Source: an optimization exercise on an open RTL-to-GDS flow (aim: small area, a short achievable clock period and few clock cycles). Production flows keep margins and buffers that such runs may drop.
RTL that was checked went through simulation tests only; none was proved equivalent to the original.
The clock input has no modelled driver; a real chip could not lean on it and would need a root buffer or a full tree.
Power figures rest on the tool's default switching activity, not on a simulated workload.

==> juniper: inputs <==
// sha256_padder
module sha256_padder (
	input  logic         clock,
	input  logic         regin_reset,
	input  logic         go,
	input  logic [5:0]   msg_len,
	input  logic [7:0]   mem_data,
	output logic [6:0]   mem_req,
	output logic [511:0] block,
	output logic         pad_rdy
);
	logic       idle;    
	logic       en;      
	logic [5:0] addr;    
	logic       clr;     
	logic       v0;      
	logic       vld;     
	logic       hd;      
	logic [5:0] len;     
	logic [5:0] lenq;    
	logic [5:0] lm1;     
	logic       lgt1;    
	logic       accept;
	logic [7:0] msg [0:54];   
	logic       mark55;       
	assign accept  = go & idle;
	assign mem_req = {en, addr};
	always_ff @(posedge clock) begin
		if (regin_reset) begin
			idle    <= 1'b1;
			en      <= 1'b0;
			clr     <= 1'b0;
			v0      <= 1'b0;
			vld     <= 1'b0;
			hd      <= 1'b1;
			pad_rdy <= 1'b0;
		end else begin
			idle    <= (idle & ~go) | ((clr | v0 | vld) & ~en);
			en      <= idle ? (go & (msg_len != 6'd0)) :
			           clr  ? lgt1 : (en & (addr != 6'd1));
			clr     <= accept;
			v0      <= en & clr;
			vld     <= en & ~clr;
			hd      <= ~accept & ~(en & ~clr);
			pad_rdy <= ((clr | v0 | vld) & ~en) | (pad_rdy & ~go);
		end
	end
	always_ff @(posedge clock) begin
		addr <= idle ? 6'd0 : clr ? lm1 : addr - 6'd1;
	end
	always_ff @(posedge clock) begin
		lm1  <= msg_len - 6'd1;
		lgt1 <= (msg_len > 6'd1);
	end
	always_ff @(posedge clock) begin
		if (accept) begin
			len <= msg_len;
		end
		lenq <= len;
	end
	always_ff @(posedge clock) begin
		msg[0] <= ({8{v0}} & mem_data) | ({8{clr}} & 8'h80) | ({8{~clr & ~v0}} & msg[0]);
		msg[1] <= ({8{vld}} & mem_data) | ({8{clr & en}} & 8'h80) | ({8{hd}} & msg[1]);
		for (int i = 2; i < 55; i++) begin
			msg[i] <= ({8{vld}} & msg[i - 1]) | ({8{hd}} & msg[i]);
		end
		mark55 <= (vld & msg[54][7]) | (hd & mark55);
	end
	always_comb begin
		block = '0;
  ...
==> module sha256_padder, before the edit <==
module sha256_padder (
	input  logic         clock,
	input  logic         regin_reset,
	input  logic         go,
	input  logic [5:0]   msg_len,
	input  logic [7:0]   mem_data,
	output logic [6:0]   mem_req,
	output logic [511:0] block,
	output logic         pad_rdy
);
	logic       idle;    
	logic       en;      
	logic [5:0] addr;    
	logic       clr;     
	logic       v0;      
	logic       vld;     
	logic       hd;      
	logic [5:0] len;     
	logic [5:0] lenq;    
	logic [5:0] lm1;     
	logic       lgt1;    
	logic       accept;
	logic [7:0] msg [0:54];   
	logic       mark55;       
	assign accept  = go & idle;
	assign mem_req = {en, addr};
	always_ff @(posedge clock) begin
		if (regin_reset) begin
			idle    <= 1'b1;
			en      <= 1'b0;
			clr     <= 1'b0;
			v0      <= 1'b0;
			vld     <= 1'b0;
			hd      <= 1'b1;
			pad_rdy <= 1'b0;
		end else begin
			idle    <= (idle & ~go) | ((clr | v0 | vld) & ~en);
			en      <= idle ? (go & (msg_len != 6'd0)) :
			           clr  ? lgt1 : (en & (addr != 6'd1));
			clr     <= accept;
			v0      <= en & clr;
			vld     <= en & ~clr;
			hd      <= ~accept & ~(en & ~clr);
			pad_rdy <= ((clr | v0 | vld) & ~en) | (pad_rdy & ~go);
		end
	end
	always_ff @(posedge clock) begin
		addr <= idle ? 6'd0 : clr ? lm1 : addr - 6'd1;
	end
	always_ff @(posedge clock) begin
		lm1  <= msg_len - 6'd1;
		lgt1 <= (msg_len > 6'd1);
	end
	always_ff @(posedge clock) begin
		if (accept) begin
			len <= msg_len;
		end
		lenq <= len;
	end
	always_ff @(posedge clock) begin
		msg[0] <= ({8{v0}} & mem_data) | ({8{clr}} & 8'h80) | ({8{~clr & ~v0}} & msg[0]);
		msg[1] <= ({8{vld}} & mem_data) | ({8{clr & en}} & 8'h80) | ({8{hd}} & msg[1]);
		for (int i = 2; i < 55; i++) begin
			msg[i] <= ({8{vld}} & msg[i - 1]) | ({8{hd}} & msg[i]);
		end
		mark55 <= (vld & msg[54][7]) | (hd & mark55);
	end
	always_comb begin
		block = '0;
		for (int i = 0; i < 55; i++) begin
			block[511 - 8 * i -: 8] = msg[i];
		end
		block[71] = mark55;
		block[8:3] = lenq;
	end
endmodule
Settings: LEC_CHECK=0, CAP_MARGIN=20, CORE_ASPECT_RATIO=4, CORE_MARGIN=2, CORE_UTILIZATION=70, SETUP_SLACK_MARGIN=2.3, SLEW_MARGIN=20; clock period 4.0 ns.
standard.sh (not shown) runs the stock make flow with config.mk's settings and CLKGATE_MAP_FILE= SYNTH_SCRIPT=/design/flow/synth_recipe.tcl, a recipe that flattens the netlist after the stock synthesis.
==> flow/flow/run.sh <==
#!/bin/bash
# Layout: the standard flow with these changes.
#  - synthesis runs first, exactly as standard (synth.log);
#  - after synthesis, repair uses no delay cells (dont_use.tcl);
#  - port buffers are buf_2;
#  - repair_design caps fanout (pre_resize.tcl);
#  - the CTS buffer tree is replaced by a two-level inverter tree, and the
#    post-CTS repair runs on that tree (post_cts.tcl).
# The rest of the tools' output goes to standard.log.
set -e
bash standard.sh synth > synth.log 2>&1
F=$PWD/flow
export BUFFER_PORTS_ARGS="-buffer_cell sky130_fd_sc_hd__buf_2"
export PRE_FLOORPLAN_TCL=$F/dont_use.tcl
export PRE_RESIZE_TCL=$F/pre_resize.tcl
export PRE_CTS_TCL=$F/dont_use.tcl
export POST_CTS_TCL=$F/post_cts.tcl
export PRE_GLOBAL_ROUTE_TCL=$F/dont_use.tcl
export FLOW_MAX_FANOUT=16
bash standard.sh SKIP_CTS_REPAIR_TIMING=1 finish > standard.log 2>&1
==> flow/flow/dont_use.tcl <==
# No delay cells in repair: they made slow fanout trees.
set_dont_use "sky130_fd_sc_hd__clkdlybuf4s* sky130_fd_sc_hd__dlygate4sd* sky130_fd_sc_hd__dlymetal6s*"
==> flow/flow/post_cts.tcl <==
# After CTS: replace the buffer tree with a two-level inverter tree
# (inv_tree.tcl), then legalize and repair as cts.tcl does.
source [file dirname [info script]]/dont_use.tcl
source [file dirname [info script]]/inv_tree.tcl
itree_build clock 2 2 sky130_fd_sc_hd__clkinv_16 sky130_fd_sc_hd__clkinv_8
detailed_placement
estimate_parasitics -placement
report_clock_latency
repair_timing_helper
detailed_placement
check_placement -verbose
==> flow/flow/pre_resize.tcl <==
# Before repair_design: cap the fanout so the wide control nets (shift and
# hold selects of the block register) get buffer trees.
source [file dirname [info script]]/dont_use.tcl
set_max_fanout $::env(FLOW_MAX_FANOUT) [current_design]
Other scripts of this flow, unchanged in this note and not shown: flow/flow/inv_tree.tcl
==> raven: changes against juniper <==
--- a/flow/design.v
+++ b/flow/design.v
@@ -18,8 +18,6 @@
 	logic       hd;      
 	logic [5:0] len;     
 	logic [5:0] lenq;    
-	logic [5:0] lm1;     
-	logic       lgt1;    
 	logic       accept;
 	logic [7:0] msg [0:54];   
 	logic       mark55;       
@@ -37,7 +35,7 @@
 		end else begin
 			idle    <= (idle & ~go) | ((clr | v0 | vld) & ~en);
 			en      <= idle ? (go & (msg_len != 6'd0)) :
-			           clr  ? lgt1 : (en & (addr != 6'd1));
+			           clr  ? (len > 6'd1) : (en & (addr != 6'd1));
 			clr     <= accept;
 			v0      <= en & clr;
 			vld     <= en & ~clr;
@@ -46,11 +44,7 @@
 		end
 	end
 	always_ff @(posedge clock) begin
-		addr <= idle ? 6'd0 : clr ? lm1 : addr - 6'd1;
-	end
-	always_ff @(posedge clock) begin
-		lm1  <= msg_len - 6'd1;
-		lgt1 <= (msg_len > 6'd1);
+		addr <= idle ? 6'd0 : clr ? len - 6'd1 : addr - 6'd1;
 	end
 	always_ff @(posedge clock) begin
 		if (accept) begin
==> flow/flow/run.sh (replaced) <==
#!/bin/bash
# Layout: the standard flow with these changes.
#  - synthesis runs first, exactly as standard (synth.log);
#  - after synthesis the delay cells are not used (they made slow fanout trees);
#  - port buffers are buf_2;
#  - repair_design caps fanout (pre_resize.tcl);
#  - the CTS buffer tree is replaced by a two-level inverter tree (post_cts.tcl).
# The rest of the tools' output goes to standard.log.
set -e
bash standard.sh synth > synth.log 2>&1
export DONT_USE_CELLS="sky130_fd_sc_hd__clkdlybuf4s* sky130_fd_sc_hd__dlygate4sd* sky130_fd_sc_hd__dlymetal6s*"
export BUFFER_PORTS_ARGS="-buffer_cell sky130_fd_sc_hd__buf_2"
export PRE_RESIZE_TCL=$PWD/flow/pre_resize.tcl
export POST_CTS_TCL=$PWD/flow/post_cts.tcl
export FLOW_MAX_FANOUT=16
bash standard.sh > standard.log 2>&1
==> flow/flow/post_cts.tcl (replaced) <==
# After CTS: replace the buffer tree with a two-level inverter tree
# (inv_tree.tcl), then legalize and repair as cts.tcl does.
source [file dirname [info script]]/inv_tree.tcl
itree_build clock 2 2 sky130_fd_sc_hd__clkinv_16 sky130_fd_sc_hd__clkinv_8
detailed_placement
estimate_parasitics -placement
report_clock_latency
repair_timing_helper
detailed_placement
check_placement -verbose
==> flow/flow/pre_resize.tcl (replaced) <==
# Before repair_design: cap the fanout so the wide control nets (shift and
# hold selects of the block register) get buffer trees.
set_max_fanout $::env(FLOW_MAX_FANOUT) [current_design]
- SETUP_SLACK_MARGIN: 2.3 -> default
removed: flow/flow/dont_use.tcl
==> notes.md <==
outcome no timing/DRC/antenna violations; fraction of area in multi-input gates around a quarter; Util after Layout 86.7%; synth top area cells dfxtp_1 (63%), a22o_1 (26%), buf_4 (3.4%); Buf/Inv on CP 5; Worst Path Arrival between 3000 and 4000 ps; M1 GR Usage between 40% and 50%; # placed instances 1848; Seq pwr share 67.9%; wire length per cell about 25 um; worst slew pin tran 696 ps; Non-Filler Instances 1864; Achievable Freq 274 MHz; DIE HEIGHT 293 um; via-per-instance ratio 6.31; Seq. pwr 4.78 mW; post-synthesis mux area share 0.0686%; most frequent cells in the layout buf_2 (471), dfxtp_1 (458), a22o_1 (440); multi-input gates ~560; layout cells sized above 1 32.2%
Source of the figures above: raven

==> notes.md <==
Util after Layout 85.2%; post-synthesis mux area share 0.136%; Worst Path Arrival 880 ps; Buf/Inv on CP 1; via-per-instance ratio 6.07; worst slew pin tran 758 ps; most frequent cells in the layout buf_2 (492), dfxtp_1 (464), a22o_1 (440); M1 GR Usage between 40 and 50%; DIE HEIGHT 294 um; outcome no timing/DRC/antenna violations; # placed instances 1856; Achievable Freq 596 MHz; layout cells sized above 1 34.5%
Source of the figures above: juniper

Testbench counts of juniper, summed over its fixed seeds: cycles 15,553.
Function not checked in raven: the RTL went through the layout flow alone. No run of this note takes its clock network from TritonCTS; it comes from the design's own scripts or RTL.

-- port drivers added, routing unchanged --
Ports are ideal in the flow. The routed layouts listed here were re-timed in OpenROAD. Step 1 sets driving cells, clkbuf_16 on the clock port and buf_2 on the other inputs (assumed; they add their load-dependent delay and slew). Step 2 moves the port delays by t, midway between the first and last clock arrival at a register: inputs arrive t later, outputs are due t later. That takes back most of the time a late clock gives input paths. Three values: ideal ports, drivers, drivers and shift; two values: the first two.
run | t (ns) | setup WS [ns] | hold slack, ns | clock arrival spread, ns | slew at the worst register clock pin (ns)
juniper | 0.408 | 2.323 / 2.094 / 2.291 | 0.362 / 0.362 / 0.362 | 0.015 / 0.014 | 0.11 / 0.11
raven | 0.410 | 0.347 / 0.347 / 0.347 | 0.478 / 0.478 / 0.478 | 0.012 / 0.014 | 0.11 / 0.11
After both steps every run listed still meets setup and hold. For juniper, which loses most, drivers alone change the setup slack by -0.229 ns; drivers and shift together by -0.032 ns.
